This is an optimization exercise on Yosys and OpenROAD, whose aim is small area, a short achievable clock period and few clock cycles per item, not a production implementation.
Only simulation tests tie the RTL to the original design; equivalence was not proved.

File: flow/design.v
package fap_pkg;
  localparam int unsigned FractionBitsDef = 14;
  localparam int unsigned DataW = 32;
  localparam int unsigned CmdW = 4;
  typedef enum logic [CmdW-1:0] {
    CmdToFix = 4'd0,
    CmdTrunc = 4'd1,
    CmdRound = 4'd2,
    CmdAddFF = 4'd3,
    CmdSubFF = 4'd4,
    CmdAddFI = 4'd5,
    CmdSubFI = 4'd6,
    CmdMulFF = 4'd7,
    CmdMulFI = 4'd8,
    CmdDivFF = 4'd9,
    CmdDivFI = 4'd10
  } cmd_e;
  typedef struct packed {
    logic [DataW-1:0] res;
    logic             ovf;
    logic             dz;
    logic             is_div;
    logic             neg;
  } carry_t;
endpackage
module fixed_point_alu #(
  parameter int unsigned FRACTION_BITS = fap_pkg::FractionBitsDef
) (
  input  logic                       clk_i,
  input  logic                       rst_ni,
  input  logic                       in_valid_i,
  output logic                       in_ready_o,
  input  logic [fap_pkg::CmdW-1:0]   in_cmd_i,
  input  logic [fap_pkg::DataW-1:0]  in_operand_a_i,
  input  logic [fap_pkg::DataW-1:0]  in_operand_b_i,
  output logic                       out_valid_o,
  input  logic                       out_ready_i,
  output logic [fap_pkg::DataW-1:0]  out_result_o,
  output logic                       out_overflow_o,
  output logic                       out_divide_by_zero_o
);
  localparam int unsigned FB = FRACTION_BITS;
  localparam logic [1:0] PhFirst = 2'd0, PhStep = 2'd1, PhFin = 2'd2;
  logic        busy_q, rvalid_q;
  logic [1:0]  ph_q, ph_d;
  logic [3:0]  cmd_q;
  logic [31:0] a_q, a_d, b_q;
  logic [33:0] r_q, r_d;
  logic [5:0]  cnt_q, cnt_d;
  logic        pb_q, pb_d, neg_q, neg_d, stk_q, stk_d;
  logic        busy_d, rvalid_d;
  logic        en, accept;
  logic        is_mul, is_div, ff, bz;
  logic [33:0] x, y, s;
  logic        cin;
  assign is_mul = (cmd_q == fap_pkg::CmdMulFF) || (cmd_q == fap_pkg::CmdMulFI);
  assign is_div = (cmd_q == fap_pkg::CmdDivFF) || (cmd_q == fap_pkg::CmdDivFI);
  assign ff     = cmd_q[0];   
  assign bz     = (b_q == '0);
  assign en         = !rvalid_q || out_ready_i;
  assign in_ready_o = !busy_q || (ph_q == PhFin);
  assign accept     = in_ready_o;
  assign s = x + y + {33'b0, cin};
  logic       bneg, b1, b2;
  always_comb begin
    unique case ({a_q[1:0], pb_q && (ph_q != PhFirst)})
      3'b000, 3'b111: begin bneg = 1'b0; b1 = 1'b0; b2 = 1'b0; end
      3'b001, 3'b010: begin bneg = 1'b0; b1 = 1'b1; b2 = 1'b0; end
      3'b011:         begin bneg = 1'b0; b1 = 1'b0; b2 = 1'b1; end
      3'b100:         begin bneg = 1'b1; b1 = 1'b0; b2 = 1'b1; end
      default:        begin bneg = 1'b1; b1 = 1'b1; b2 = 1'b0; end   
    endcase
  end
  logic [31:0] dest, td, tr;
  logic        skip4, skip16, fin_div;
  logic [5:0]  n_steps;
  logic        hi_phase;   
  logic [32:0] xd;         
  logic        fbit, ge;
  assign n_steps  = ff ? 6'd46 : 6'd32;
  assign hi_phase = cnt_q[5];
  assign dest     = b_q ^ {32{b_q[31]}};   
  always_comb begin
    td[31] = dest[31];
    tr[31] = r_q[31];
    for (int j = 30; j >= 0; j--) begin
      td[j] = td[j+1] | dest[j];
      tr[j] = tr[j+1] | r_q[j];
    end
  end
  function automatic logic can_skip(input logic [31:0] t_r, input logic [31:0] t_d, input int k);
    logic ok;
    ok = t_d[k];
    for (int j = 0; j < 32; j++)
      if (t_r[j] && (j + k + 1 > 31 || !t_d[(j + k + 1) % 32])) ok = 1'b0;
    can_skip = ok;
  endfunction
  logic room4, room16;
  always_comb begin
    room4  = hi_phase ? ({1'b0, cnt_q} + 7'd4  <= {1'b0, n_steps}) : ({1'b0, cnt_q} + 7'd4  <= 7'd32);
    room16 = hi_phase ? ({1'b0, cnt_q} + 7'd16 <= {1'b0, n_steps}) : ({1'b0, cnt_q} + 7'd16 <= 7'd32);
    skip16 = room16 && can_skip(tr, td, 16);
    skip4  = room4  && can_skip(tr, td, 4);
  end
  assign fbit = !hi_phase && a_q[31];
  assign xd   = {r_q[31:0], fbit};
  assign ge   = !s[33];
  function automatic logic nonuni(input logic [33:0] v, input int lo);
    logic a1, a0;
    a1 = 1'b1; a0 = 1'b1;
    for (int j = 0; j < 34; j++)
      if (j >= lo) begin
        a1 = a1 & v[j];
        a0 = a0 & !v[j];
      end
    nonuni = !(a1 || a0);
  endfunction
  logic [33:0] simple_res, mul_res, div_res;
  logic [63:0] prod;
  assign prod = {r_q[31:0], a_q};
  always_comb begin
    simple_res = '0;
    unique case (cmd_q)
      fap_pkg::CmdToFix: simple_res = {1'b0, nonuni(s, 17), s[17:0], {FB{1'b0}}};
      fap_pkg::CmdTrunc, fap_pkg::CmdRound: simple_res = {2'b0, {12{s[33]}}, s[33:14]};
      fap_pkg::CmdAddFF, fap_pkg::CmdSubFF: simple_res = {1'b0, nonuni(s, 31), s[31:0]};
      fap_pkg::CmdAddFI, fap_pkg::CmdSubFI: simple_res = {1'b0, nonuni(s, 17), s[17:0], a_q[FB-1:0]};
      fap_pkg::CmdDivFF, fap_pkg::CmdDivFI: simple_res = {1'b1, 33'b0};   
      default: simple_res = '0;
    endcase
    if (ff) mul_res = {1'b0, nonuni({{2{prod[63]}}, prod[63:32]}, 13) , prod[45:14]};
    else    mul_res = {1'b0, nonuni({{2{prod[63]}}, prod[63:32]}, 0) || (prod[31] != prod[63]), prod[31:0]};
    div_res = {1'b0, stk_q || (a_q[31] && (!neg_q || (|a_q[30:0]))), s[31:0]};
  end
  always_comb begin
    x = '0; y = '0; cin = 1'b0;
    a_d = a_q; r_d = r_q; cnt_d = cnt_q; pb_d = pb_q; neg_d = neg_q; stk_d = stk_q;
    ph_d = ph_q; busy_d = busy_q;
    rvalid_d = rvalid_q && !out_ready_i;
    if (ph_q == PhFirst && !is_mul && !(is_div && !bz)) begin
      unique case (cmd_q)
        fap_pkg::CmdToFix: begin x = '0; y = {{2{b_q[31]}}, b_q}; end
        fap_pkg::CmdTrunc: begin x = {{2{a_q[31]}}, a_q}; y = a_q[31] ? 34'd16383 : 34'd0; end
        fap_pkg::CmdRound: begin x = {{2{a_q[31]}}, a_q}; y = a_q[31] ? 34'd8191 : 34'd8192; end
        fap_pkg::CmdAddFF: begin x = {{2{a_q[31]}}, a_q}; y = {{2{b_q[31]}}, b_q}; end
        fap_pkg::CmdSubFF: begin x = {{2{a_q[31]}}, a_q}; y = ~{{2{b_q[31]}}, b_q}; cin = 1'b1; end
        fap_pkg::CmdAddFI: begin x = {{16{a_q[31]}}, a_q[31:FB]}; y = {{2{b_q[31]}}, b_q}; end
        fap_pkg::CmdSubFI: begin x = {{16{a_q[31]}}, a_q[31:FB]}; y = ~{{2{b_q[31]}}, b_q}; cin = 1'b1; end
        default: ;
      endcase
    end else if (is_mul) begin
      x = (ph_q == PhFirst) ? '0 : r_q;
      y = b2 ? {b_q[31], b_q, 1'b0} : b1 ? {{2{b_q[31]}}, b_q} : '0;
      if (bneg) begin y = ~y; cin = 1'b1; end
    end else begin
      if (ph_q == PhStep) begin
        x = {1'b0, xd};
        y = b_q[31] ? {{2{b_q[31]}}, b_q} : ~{2'b0, b_q};
        cin = !b_q[31];
      end else begin
        x = '0;
        if ((ph_q == PhFirst) ? a_q[31] : neg_q) begin y = ~{2'b0, a_q}; cin = 1'b1; end
        else y = {2'b0, a_q};
      end
    end
    if (busy_q) begin
      unique case (ph_q)
        PhFirst: if (en) begin
          if (is_mul) begin
            r_d   = {s[33], s[33], s[33:2]};
            a_d   = {s[1:0], a_q[31:2]};
            pb_d  = a_q[1];
            cnt_d = 6'd1;
            ph_d  = PhStep;
          end else if (is_div && !bz) begin
            a_d   = s[31:0];
            r_d   = '0;
            cnt_d = '0;
            neg_d = a_q[31] ^ b_q[31];
            stk_d = 1'b0;
            ph_d  = PhStep;
          end else begin
            r_d      = simple_res;
            rvalid_d = 1'b1;
            busy_d   = 1'b0;
          end
        end
        PhStep: begin
          if (is_mul) begin
            r_d   = {s[33], s[33], s[33:2]};
            a_d   = {s[1:0], a_q[31:2]};
            pb_d  = a_q[1];
            cnt_d = cnt_q + 6'd1;
            if (cnt_q == 6'd15) ph_d = PhFin;
          end else if (skip16) begin
            r_d   = {2'b0, r_q[15:0], hi_phase ? 16'b0 : a_q[31:16]};
            a_d   = {a_q[15:0], 16'b0};
            stk_d = stk_q || (hi_phase && (|a_q[31:16]));
            cnt_d = cnt_q + 6'd16;
            if (cnt_q + 6'd16 == n_steps) ph_d = PhFin;
          end else if (skip4) begin
            r_d   = {2'b0, r_q[27:0], hi_phase ? 4'b0 : a_q[31:28]};
            a_d   = {a_q[27:0], 4'b0};
            stk_d = stk_q || (hi_phase && (|a_q[31:28]));
            cnt_d = cnt_q + 6'd4;
            if (cnt_q + 6'd4 == n_steps) ph_d = PhFin;
          end else begin
            r_d   = {2'b0, ge ? s[31:0] : xd[31:0]};
            a_d   = {a_q[30:0], ge};
            stk_d = stk_q || (hi_phase && a_q[31]);
            cnt_d = cnt_q + 6'd1;
            if (cnt_q + 6'd1 == n_steps) ph_d = PhFin;
          end
        end
        default: begin   
          r_d      = is_mul ? mul_res : div_res;
          rvalid_d = 1'b1;
          busy_d   = 1'b0;
        end
      endcase
    end
    if (accept) begin
      busy_d = in_valid_i;
      ph_d   = PhFirst;
    end
  end
  always_ff @(posedge clk_i or negedge rst_ni) begin
    if (!rst_ni) begin
      busy_q   <= 1'b0;
      rvalid_q <= 1'b0;
    end else begin
      busy_q   <= busy_d;
      rvalid_q <= rvalid_d;
    end
  end
  always_ff @(posedge clk_i) begin
    ph_q  <= ph_d;
    r_q   <= r_d;
    cnt_q <= cnt_d;
    pb_q  <= pb_d;
    neg_q <= neg_d;
    stk_q <= stk_d;
    if (accept) begin
      cmd_q <= in_cmd_i;
      a_q   <= in_operand_a_i;
      b_q   <= in_operand_b_i;
    end else begin
      a_q   <= a_d;
    end
  end
  assign out_valid_o          = rvalid_q;
  assign out_result_o         = r_q[31:0];
  assign out_overflow_o       = r_q[32];
  assign out_divide_by_zero_o = r_q[33];
endmodule
File: flow/run.sh
#!/bin/bash
# synth_recipe.tcl (not shown) runs the flow's synth.tcl, then flattens the netlist and writes it again
# the make line also repeats each setting of config.mk as NAME=value (left out here)
make -C /OpenROAD-flow-scripts/flow DESIGN_CONFIG=/design/flow/config.mk WORK_HOME=/design/flow/orfs CLKGATE_MAP_FILE= SYNTH_SCRIPT=/design/flow/synth_recipe.tcl finish
File: flow/config.mk
export PLATFORM = sky130hd
export DESIGN_NAME = fixed_point_alu
export DESIGN_NICKNAME = fixed_point_alu
export VERILOG_FILES = /design/flow/design.v
export SDC_FILE = /design/flow/constraint.sdc
export NUM_CORES = 4
export LEC_CHECK = 0
export CAP_MARGIN = 20
export CORE_MARGIN = 2
export CORE_UTILIZATION = 45
export PLACE_DENSITY = 0.6
export SLEW_MARGIN = 20
export TNS_END_PERCENT = 10
File: flow/constraint.sdc
create_clock -name core_clock -period 12.0 [get_ports {clk_i}]
set_input_delay 2.4000 -clock core_clock [delete_from_list [all_inputs] [get_ports {clk_i}]]
set_output_delay 2.4000 -clock core_clock [all_outputs]
set_load 0.01 [all_outputs]
==> results.json <==
{
  "status": "no timing/DRC/antenna violations",
  "port_buffers": 107,
  "clk_path_buf_depth": 2,
  "rr_worst_depth": 21,
  "cts_buffers": 17,
  "core_mm2": 0.0334,
  "ys_seq_area_frac": 0.225,
  "synth_flop_cell": "edfxtp_1",
  "critPathLaunchType": "flip-flop",
  "placementRows": 67,
  "die_y_um": 188,
  "netlist_area_mm2": 0.0152,
  "critical_path_arrival_ps": 7940,
  "rsz0062_at_grt": "no",
  "syn_to_final_growth_pct": 12.8,
  "vias": 18000,
  "grt_overflow": 0,
  "h-tree-depth": 4,
  "hold_depth": 2,
  "cts-root-buf": "clkbuf_16",
  "r2r-end": "r_q[32]$_DFFE_PP_",
  "clkSlewWorstSetupHoldPaths_ps": 60,
  "first_pass_iters": 7,
  "min_to": "stk_q$_SDFFCE_PN0P_",
  "period_needed_ps": 7760,
  "layout_common_cells": "a21oi_1, nor2_1, o21ai_0",
  "crit_path_end_kind": "flip-flop",
  "multi_input_area_mm2": 0.0109,
  "cts_num_sinks": 115,
  "dieArea_mm2": 0.0353,
  "die_w_um": 188,
  "grt_pass1_vias": 16300,
  "clock_latency_ps": 460,
  "final_antenna_net_count": 0,
  "synth_seq_cells": 115,
  "final_max_slew_viol_count": 0,
  "synth.avg_cell_area_um2": 7.44,
  "viasPerCell": 7.26,
  "fmax_mhz": 129,
  "wl_um": 77600,
  "worstHoldStart": "stk_q$_SDFFCE_PN0P_",
  "final_cells": 2477,
  "antenna_found_initial": 6,
  "fin_skew_ps": 11.1,
  "tritoncts": "yes",
  "required_ps": 12190,
  "setup_ws_ps": 4240,
  "seq_area_mm2": 0.00342,
  "setup_viol": 0,
  "synth_top_cell_by_area": "edfxtp_1",
  "tns_ps": 0,
  "path_max_fanout": 62,
  "synthCells": 2044,
  "place.gp.congestion": 0.987,
  "synthTopCellsByArea": "edfxtp_1, a21oi_1, o21ai_0",
  "timing.rr.start": "b_q[31]$_DFFE_PP_",
  "r2r_setup_slack_ps": 4240,
  "pre_cts_ws_ps": 4550,
  "initial_core_util": 0.455,
  "period_share": 0.647,
  "synth_edf_count": 111,
  "post_drt_wl_per_cell_um": 31.3,
  "post_cts.repair.setup_buffers": 0,
  "final_common_cell": "a21oi_1",
  "fin_util": 0.513,
  "cap_violations": 0,
  "io_pins": 108,
  "final_net_count": 2133,
  "cts-resized-gates": 0,
  "drc": 0,
  "ys_types": 89,
  "grt_max_degree": 130,
  "syn_nets": 2164,
  "layout-drive-gt1-share": 0.0829,
  "grt_usage": 0.431,
  "dp_cells": 2442,
  "ctsHoldBuffers": 0,
  "worstHoldPathType": "flip-flop to flip-flop",
  "drt-initial-drc-count": 2653,
  "synth_top_area_share": 0.219,
  "hold_viol": 0,
  "async_flop_share": 0.0174,
  "post-dp-hpwl_um": 52900,
  "yosys_warnings": 1,
  "grt_first_pass_wirelength_um": 113000,
  "worstSetupPathType": "flip-flop to flip-flop",
  "slew-limit-headroom": 0.132,
  "worst_pin_slew_ps": 1290,
  "fill_cells": 3254
}
how the worst max path moves through the flow:
stage	startpoint	end	slack [ps]	cells after the start
after floorplan	out_ready_i	a_q[0]$_DFFE_PP_	6470	3
after global placement	b_q[31]$_DFFE_PP_	r_q[32]$_DFFE_PP_	4430	20
after detailed placement	b_q[31]$_DFFE_PP_	r_q[32]$_DFFE_PP_	4550	21
after CTS	b_q[31]$_DFFE_PP_	r_q[32]$_DFFE_PP_	4520	21
after global routing	b_q[31]$_DFFE_PP_	r_q[28]$_DFFE_PP_	3940	20
final	b_q[31]$_DFFE_PP_	r_q[32]$_DFFE_PP_	4240	21
cell usage after synthesis, types with 11 or more instances:
master / count
nor2_1: 206
edfxtp_1: 111
a22oi_1: 75
o21a_1: 20
buf_2: 20
nor3_1: 35
o221ai_1: 11
or3_1: 15
ha_1: 46
and3_1: 18
o22ai_1: 31
mux2_2: 21
a211oi_1: 69
mux2i_1: 55
inv_1: 27
buf_1: 21
nand2b_1: 16
xor2_1: 72
a221oi_1: 57
clkbuf_1: 183
nand3_1: 38
nand4_1: 21
nor2b_1: 25
o211ai_1: 47
and2_1: 11
nor4_1: 22
xnor2_1: 62
o21ai_0: 163
a21oi_1: 207
nand2_1: 160
a21o_1: 12
per-layer routing:
layer	up-vias	track usage	part of all wire	routed length [um]
met5	-	0	0.00022	17
li1	7667	-	-	-
met1	8456	0.565	0.38	29200
met2	1499	0.624	0.41	31900
met4	4	0.267	0.074	5780
met3	364	0.124	0.14	10700
through the flow:
step,hold WS [ps],area (um2)
2_1_floorplan,490,15200
3_3_place_gp,569,16600
3_5_place_dp,591,16600
4_1_cts,601,17100
5_1_grt,640,17200
6_report,607,17200
cells by family (layout without fill, tap and decap cells):
kind of cell,after synthesis,after routing,synth area share
AO/OA/AOI/OAI,802,802,0.347
AND/OR/NAND/NOR,609,609,0.192
buffers and inverters,260,242,0.0674
XOR/XNOR,134,134,0.0771
flip-flops,115,115,0.225
multiplexers,76,76,0.0517
adder cells (fa/ha/maj),48,48,0.0405
other,0,3,0
critical path, stage by stage (launching register included):
cell       delay (ps)
edfxtp_1          350
buf_4             380
inv_1             270
ha_1              190
nor3b_1           180
nand4_1           130
nor4_2            580
o21a_2            470
buf_4             580
a211oi_1           80
a21oi_1           270
ha_1              390
a21oi_1           270
o21ai_0           270
nor4b_1           760
a21oi_1           290
o2111ai_1         310
nand2_1           100
xor2_1            860
nand4_1           210
nor4_1            320
o41ai_1           130
state kept, by name (all words and copies together) (netlist names):
name,cells
r_q,34
a_q,32
b_q,32
cnt_q,6
cmd_q,4
ph_q,2
busy_q,1
neg_q,1
pb_q,1
rvalid_q,1
stk_q,1
final cells by class:
class / count / share of cell area
Multi-Input combinational cell: 1669 / 0.635
Clock buffer: 23 / 0.0267
Inverter: 29 / 0.00634
Sequential cell: 115 / 0.199
Timing Repair Buffer: 181 / 0.0955
Tap cell: 448 / 0.0327
Clock inverter: 9 / 0.00350
Antenna cell: 3 / 0.000437
Testbench counts, summed over its fixed seeds: cycles 118,456, items 16,000.

==> re-timing with driven ports <==
No port has a modelled driver above. Below, the same layout with a new extraction and two added sets of constraints. Step 1 (the two cells are an assumption about what drives the block):
set clk [get_ports {clk_i}]
set_driving_cell -lib_cell sky130_fd_sc_hd__clkbuf_16 $clk
set_driving_cell -lib_cell sky130_fd_sc_hd__buf_2 [delete_from_list [all_inputs] $clk]
Step 2 also shifts input and output timing later by t, the mid clock arrival at the registers, as if the neighbouring blocks saw the same clock. a / b / c = no drivers / after step 1 / after step 2; a / b = the first two.
shift t [ns]: 0.513
slack for setup (ns): 4.241 / 4.241 / 4.241
worst hold slack (ns): 0.607 / 0.607 / 0.607
cell pins on the clock port's net: 1
After both steps setup and hold are still met in this run. For this run, drivers alone change the setup slack by 0.000 ns; drivers and shift together by 0.000 ns.
